This is an optimization exercise on Yosys and OpenROAD, whose aim is small area, a short achievable clock period and few clock cycles per item, not a production implementation. In this exercise RTL edits were held to simulation tests only and were not proved equivalent to the original.

==> inputs of trial 14 <==
## modsq_top
module modsq_top (
    input  wire  logic        clk,
    input  wire  logic        reset,
    input  wire  logic        psel,
    input  wire  logic        penable,
    input  wire  logic        pwrite,
    input  wire  logic [7:0]  paddr,
    input  wire  logic [31:0] pwdata,
    output logic [31:0]       prdata,
    output logic              pready,
    output logic              pslverr
);
make LEC_CHECK=0 CAP_MARGIN=20 CORE_MARGIN=2 CORE_UTILIZATION=40 SETUP_SLACK_MARGIN=5 SLEW_MARGIN=20 finish   # period 16.0 ns
run.sh (not shown) runs the stock make flow with config.mk's settings and CLKGATE_MAP_FILE= SYNTH_SCRIPT=/design/flow/synth_recipe.tcl, a recipe that flattens the netlist after the stock synthesis.
==> inputs of trial 38, as changes to trial 14 <==
--- a/flow/design.v
+++ b/flow/design.v
@@ -5059,42 +5059,55 @@
     fold_reduce fold_i (
         .r1 (r1),
         .r2 (r2),
         .rc (rc),
         .mn (mn),
         .y  (y)
     );
+    logic iter_wr;
+    logic [15:0] tsrc;
     logic [4:0]  lz;
     logic [15:0] tn;
     logic [31:0] pow_lo;    
     logic [31:0] pow_top;   
+    logic [31:0] pow_e;
+    logic        init;
+    assign tsrc = iter_wr ? pwdata[15:0] : iter_q;
     always_comb begin
         lz = 5'd16;
         for (int i = 0; i < 16; i++) begin
-            if (iter_q[i]) lz = 5'(15 - i);
+            if (tsrc[i]) lz = 5'(15 - i);
         end
     end
-    assign tn      = iter_q << lz;
-    assign pow_lo  = 32'd1 << iter_q[4:0];
-    assign pow_top = 32'd1 << tn[15:11];
-    logic last_bit, go, iter_wr;
+    assign tn     = tsrc << lz;
+    assign pow_lo = 32'd1 << tsrc[4:0];
+    always_comb begin
+        case (tn[14:10])
+            5'd30:   pow_top = 32'h8000_0006;
+            5'd31:   pow_top = 32'd18;
+            default: pow_top = 32'd6 << tn[14:10];
+        endcase
+    end
+    assign pow_e = (lz > 5'd10) ? pow_lo : pow_top;
+    assign init  = iter_wr | (st == ST_IDLE);
+    logic last_bit, go;
     assign last_bit = (cnt == 6'd1);
     assign go       = busy | start_wr;
     assign iter_wr  = wr_ok & s_iter;
     always_comb begin
         st_nx   = st;
         busy_nx = busy;
         done_nx = done;
         fin     = 1'b0;
         if (start_wr) begin
             busy_nx = 1'b1;
             done_nx = 1'b0;
         end
         case (st)
-            ST_IDLE:  st_nx = (lz > 5'd10) ? ST_E_RDY : ST_E_SQ;
+            ST_IDLE:  ;
             ST_E_SQ:  if (last_bit) st_nx = go ? ST_XFER : ST_E_RDY;
             ST_E_RDY: st_nx = go ? ST_XFER : ST_E_RDY;
             ST_XFER:  st_nx = r[31] ? ST_X_SQ : ST_X_LZ;
             ST_X_LZ: begin
                 if (es[31]) begin
                     if (last_bit) fin = 1'b1;
                     else          st_nx = ST_X_SQ;
@@ -5109,15 +5122,15 @@
                 else          st_nx = ST_X_SQ;
             end
             default: st_nx = ST_IDLE;
         endcase
         if (fin) begin
             st_nx = ST_IDLE; busy_nx = 1'b0; done_nx = 1'b1;
         end
-        if (iter_wr) st_nx = ST_IDLE;
+        if (init) st_nx = (lz >= 5'd10) ? ST_E_RDY : ST_E_SQ;
     end
     always_ff @(posedge clk) begin
         if (reset) begin
             iter_q <= '0;
             xin_q  <= '0;
             busy   <= 1'b0;
             done   <= 1'b0;
@@ -5139,33 +5152,29 @@
             op   <= (st_nx == ST_E_SQ) || (st_nx == ST_X_SQ) || (st_nx == ST_X_MUL);
             mn   <= (st_nx == ST_E_SQ);
         end
     end
     logic [31:0] r_alt;
     always_comb begin
         r_alt = r;
-        if (st == ST_IDLE)      r_alt = (lz > 5'd10) ? pow_lo : pow_top;
+        if (init)               r_alt = pow_e;
         else if (st == ST_XFER) r_alt = xin_q;
     end
     always_ff @(posedge clk) begin
-        r <= op ? y : r_alt;
+        r <= (op & ~iter_wr) ? y : r_alt;
     end
     always_ff @(posedge clk) begin
         if (fin) xo <= op ? y : r;
     end
     logic [31:0] es_nx;
     logic [5:0]  cnt_nx;
     always_comb begin
         es_nx  = es;
         cnt_nx = cnt;
         case (st)
-            ST_IDLE: begin
-                es_nx  = {tn[10:0], 21'd0};
-                cnt_nx = 6'(5'd11 - lz);
-            end
             ST_E_SQ, ST_X_MUL: begin
                 es_nx  = es << 1;
                 cnt_nx = cnt - 6'd1;
             end
             ST_XFER: begin
                 es_nx  = r << 1;
                 cnt_nx = 6'd31;
@@ -5183,14 +5192,18 @@
                 if (!es[31]) begin
                     es_nx  = es << 1;
                     cnt_nx = cnt - 6'd1;
                 end
             end
             default: ;
         endcase
+        if (init) begin
+            es_nx  = {tn[9:0], 22'd0};
+            cnt_nx = 6'(5'd10 - lz);
+        end
     end
     always_ff @(posedge clk) begin
         es  <= es_nx;
         cnt <= cnt_nx;
     end
     logic        ge_p;
     logic [31:0] x_out;
==> flow/config.mk (replaced) <==
export PLATFORM = sky130hd
export DESIGN_NAME = modsq_top
export DESIGN_NICKNAME = modsq_top
export VERILOG_FILES = /design/flow/design.v
export SDC_FILE = /design/flow/constraint.sdc
export NUM_CORES = 4
export LEC_CHECK = 0
export CAP_MARGIN = 20
export CORE_MARGIN = 2
export CORE_UTILIZATION = 55
export SETUP_SLACK_MARGIN = 5
export SLEW_MARGIN = 20
==> inputs of trial 11, as changes to trial 14 <==
--- a/flow/design.v
+++ b/flow/design.v
@@ -5059,42 +5059,55 @@
     fold_reduce fold_i (
         .r1 (r1),
         .r2 (r2),
         .rc (rc),
         .mn (mn),
         .y  (y)
     );
+    logic iter_wr;
+    logic [15:0] tsrc;
     logic [4:0]  lz;
     logic [15:0] tn;
     logic [31:0] pow_lo;    
     logic [31:0] pow_top;   
+    logic [31:0] pow_e;
+    logic        init;
+    assign tsrc = iter_wr ? pwdata[15:0] : iter_q;
     always_comb begin
         lz = 5'd16;
         for (int i = 0; i < 16; i++) begin
-            if (iter_q[i]) lz = 5'(15 - i);
+            if (tsrc[i]) lz = 5'(15 - i);
         end
     end
-    assign tn      = iter_q << lz;
-    assign pow_lo  = 32'd1 << iter_q[4:0];
-    assign pow_top = 32'd1 << tn[15:11];
-    logic last_bit, go, iter_wr;
+    assign tn     = tsrc << lz;
+    assign pow_lo = 32'd1 << tsrc[4:0];
+    always_comb begin
+        case (tn[14:10])
+            5'd30:   pow_top = 32'h8000_0006;
+            5'd31:   pow_top = 32'd18;
+            default: pow_top = 32'd6 << tn[14:10];
+        endcase
+    end
+    assign pow_e = (lz > 5'd10) ? pow_lo : pow_top;
+    assign init  = iter_wr | (st == ST_IDLE);
+    logic last_bit, go;
     assign last_bit = (cnt == 6'd1);
     assign go       = busy | start_wr;
     assign iter_wr  = wr_ok & s_iter;
     always_comb begin
         st_nx   = st;
         busy_nx = busy;
         done_nx = done;
         fin     = 1'b0;
         if (start_wr) begin
             busy_nx = 1'b1;
             done_nx = 1'b0;
         end
         case (st)
-            ST_IDLE:  st_nx = (lz > 5'd10) ? ST_E_RDY : ST_E_SQ;
+            ST_IDLE:  ;
             ST_E_SQ:  if (last_bit) st_nx = go ? ST_XFER : ST_E_RDY;
             ST_E_RDY: st_nx = go ? ST_XFER : ST_E_RDY;
             ST_XFER:  st_nx = r[31] ? ST_X_SQ : ST_X_LZ;
             ST_X_LZ: begin
                 if (es[31]) begin
                     if (last_bit) fin = 1'b1;
                     else          st_nx = ST_X_SQ;
@@ -5109,15 +5122,15 @@
                 else          st_nx = ST_X_SQ;
             end
             default: st_nx = ST_IDLE;
         endcase
         if (fin) begin
             st_nx = ST_IDLE; busy_nx = 1'b0; done_nx = 1'b1;
         end
-        if (iter_wr) st_nx = ST_IDLE;
+        if (init) st_nx = (lz >= 5'd10) ? ST_E_RDY : ST_E_SQ;
     end
     always_ff @(posedge clk) begin
         if (reset) begin
             iter_q <= '0;
             xin_q  <= '0;
             busy   <= 1'b0;
             done   <= 1'b0;
@@ -5139,33 +5152,29 @@
             op   <= (st_nx == ST_E_SQ) || (st_nx == ST_X_SQ) || (st_nx == ST_X_MUL);
             mn   <= (st_nx == ST_E_SQ);
         end
     end
     logic [31:0] r_alt;
     always_comb begin
         r_alt = r;
-        if (st == ST_IDLE)      r_alt = (lz > 5'd10) ? pow_lo : pow_top;
+        if (init)               r_alt = pow_e;
         else if (st == ST_XFER) r_alt = xin_q;
     end
     always_ff @(posedge clk) begin
-        r <= op ? y : r_alt;
+        r <= (op & ~iter_wr) ? y : r_alt;
     end
     always_ff @(posedge clk) begin
         if (fin) xo <= op ? y : r;
     end
     logic [31:0] es_nx;
     logic [5:0]  cnt_nx;
     always_comb begin
         es_nx  = es;
         cnt_nx = cnt;
         case (st)
-            ST_IDLE: begin
-                es_nx  = {tn[10:0], 21'd0};
-                cnt_nx = 6'(5'd11 - lz);
-            end
             ST_E_SQ, ST_X_MUL: begin
                 es_nx  = es << 1;
                 cnt_nx = cnt - 6'd1;
             end
             ST_XFER: begin
                 es_nx  = r << 1;
                 cnt_nx = 6'd31;
@@ -5183,14 +5192,18 @@
                 if (!es[31]) begin
                     es_nx  = es << 1;
                     cnt_nx = cnt - 6'd1;
                 end
             end
             default: ;
         endcase
+        if (init) begin
+            es_nx  = {tn[9:0], 22'd0};
+            cnt_nx = 6'(5'd10 - lz);
+        end
     end
     always_ff @(posedge clk) begin
         es  <= es_nx;
         cnt <= cnt_nx;
     end
     logic        ge_p;
     logic [31:0] x_out;
==> comparison <==
- Trial 14 completed without violations. Trial 38 produced a clean layout. Trial 11 completed with no timing, DRC or antenna violations.
- The highest global-route usage belongs to trial 38, the lowest to trial 11.
- Worst setup slack, lowest first: trial 38, trial 11, trial 14.
- Wire length: trial 14 < trial 11 < trial 38.
- Utilization: trial 38 > trial 14 > trial 11.
- Of trial 14 and trial 38, trial 14 has the higher worst hold slack (gap 0.075 ns).
- Of trial 38 and trial 11, trial 11 has the higher final cell count (gap 5.6%, measured against trial 11).
- Via count: trial 38 > trial 11 > trial 14.
- In sequential cell count, trial 14 and trial 38 do not differ.
==> figures <==
                                                                trial 14        trial 11        trial 38
Multi-input gate share of the layout cell area                     0.737           0.751           0.755
GR Layer Usage met3                                                0.106          0.0855           0.148
GR Util All Layers                                                 0.313           0.304           0.430
Post-CTS sizing                                                       12              16              21
Status                                                    finished clean  finished clean  finished clean
Detailed Route WL                                                 169 mm          171 mm          174 mm
Adder and majority cell fraction of the synthesized area           0.392           0.384           0.384
Footprint of the flip-flops and latches                      0.00433 mm2     0.00412 mm2     0.00412 mm2
Netlist area before placement                                 0.0422 mm2      0.0431 mm2      0.0431 mm2
Capture point of the worst path                                    r[26]           r[29]           r[14]
Crit. path cell count                                                 33              29              28
HPWL after detailed placement                                     115 mm          115 mm          120 mm
Average wire length per cell after detail routing                28.4 um         27.9 um         30.2 um
Mux cell area share after synthesis                               0.0259          0.0317          0.0317
Final cycle utilization of the critical path                       0.669           0.674           0.681
Vert. Die Dim                                                     329 um          332 um          284 um
Synthesized-area fraction occupied by xor and xnor cells           0.123           0.121           0.121
Testbench counts of trial 14, summed over its fixed seeds: cycles 6,640, items 128.
Testbench counts of trial 38, summed over its fixed seeds: cycles 6,484, items 128.
Testbench counts of trial 11, summed over its fixed seeds: cycles 6,484, items 128.

## port drivers added, routing unchanged
In the flow no input, the clock included, has a driving cell. The finished layouts below were timed again as built, in two steps. Step 1 sets driving cells, clkbuf_16 on the clock port and buf_2 on the other inputs (assumed; they add their load-dependent delay and slew). Step 2 times the ports against the registers' clock, not the clock port: input delays grow and output delays shrink by t, the midpoint of the rising clock arrivals with the driver on. a / b / c = ideal / step 1 / step 2; a / b = the first two.
run	shift t [ns]	setup WS [ns]	worst setup path after step 2	worst register clock-pin slew, ns	worst data-port slew with drivers (ns)
trial 14	0.496	5.299 / 5.299 / 5.299	register to register	0.08 / 0.08	0.05
trial 38	0.489	5.101 / 5.101 / 5.101	register to register	0.07 / 0.07	0.04
trial 11	0.481	5.210 / 5.210 / 5.210	register to register	0.07 / 0.07	0.05
After both steps setup and hold are still met in every run listed.
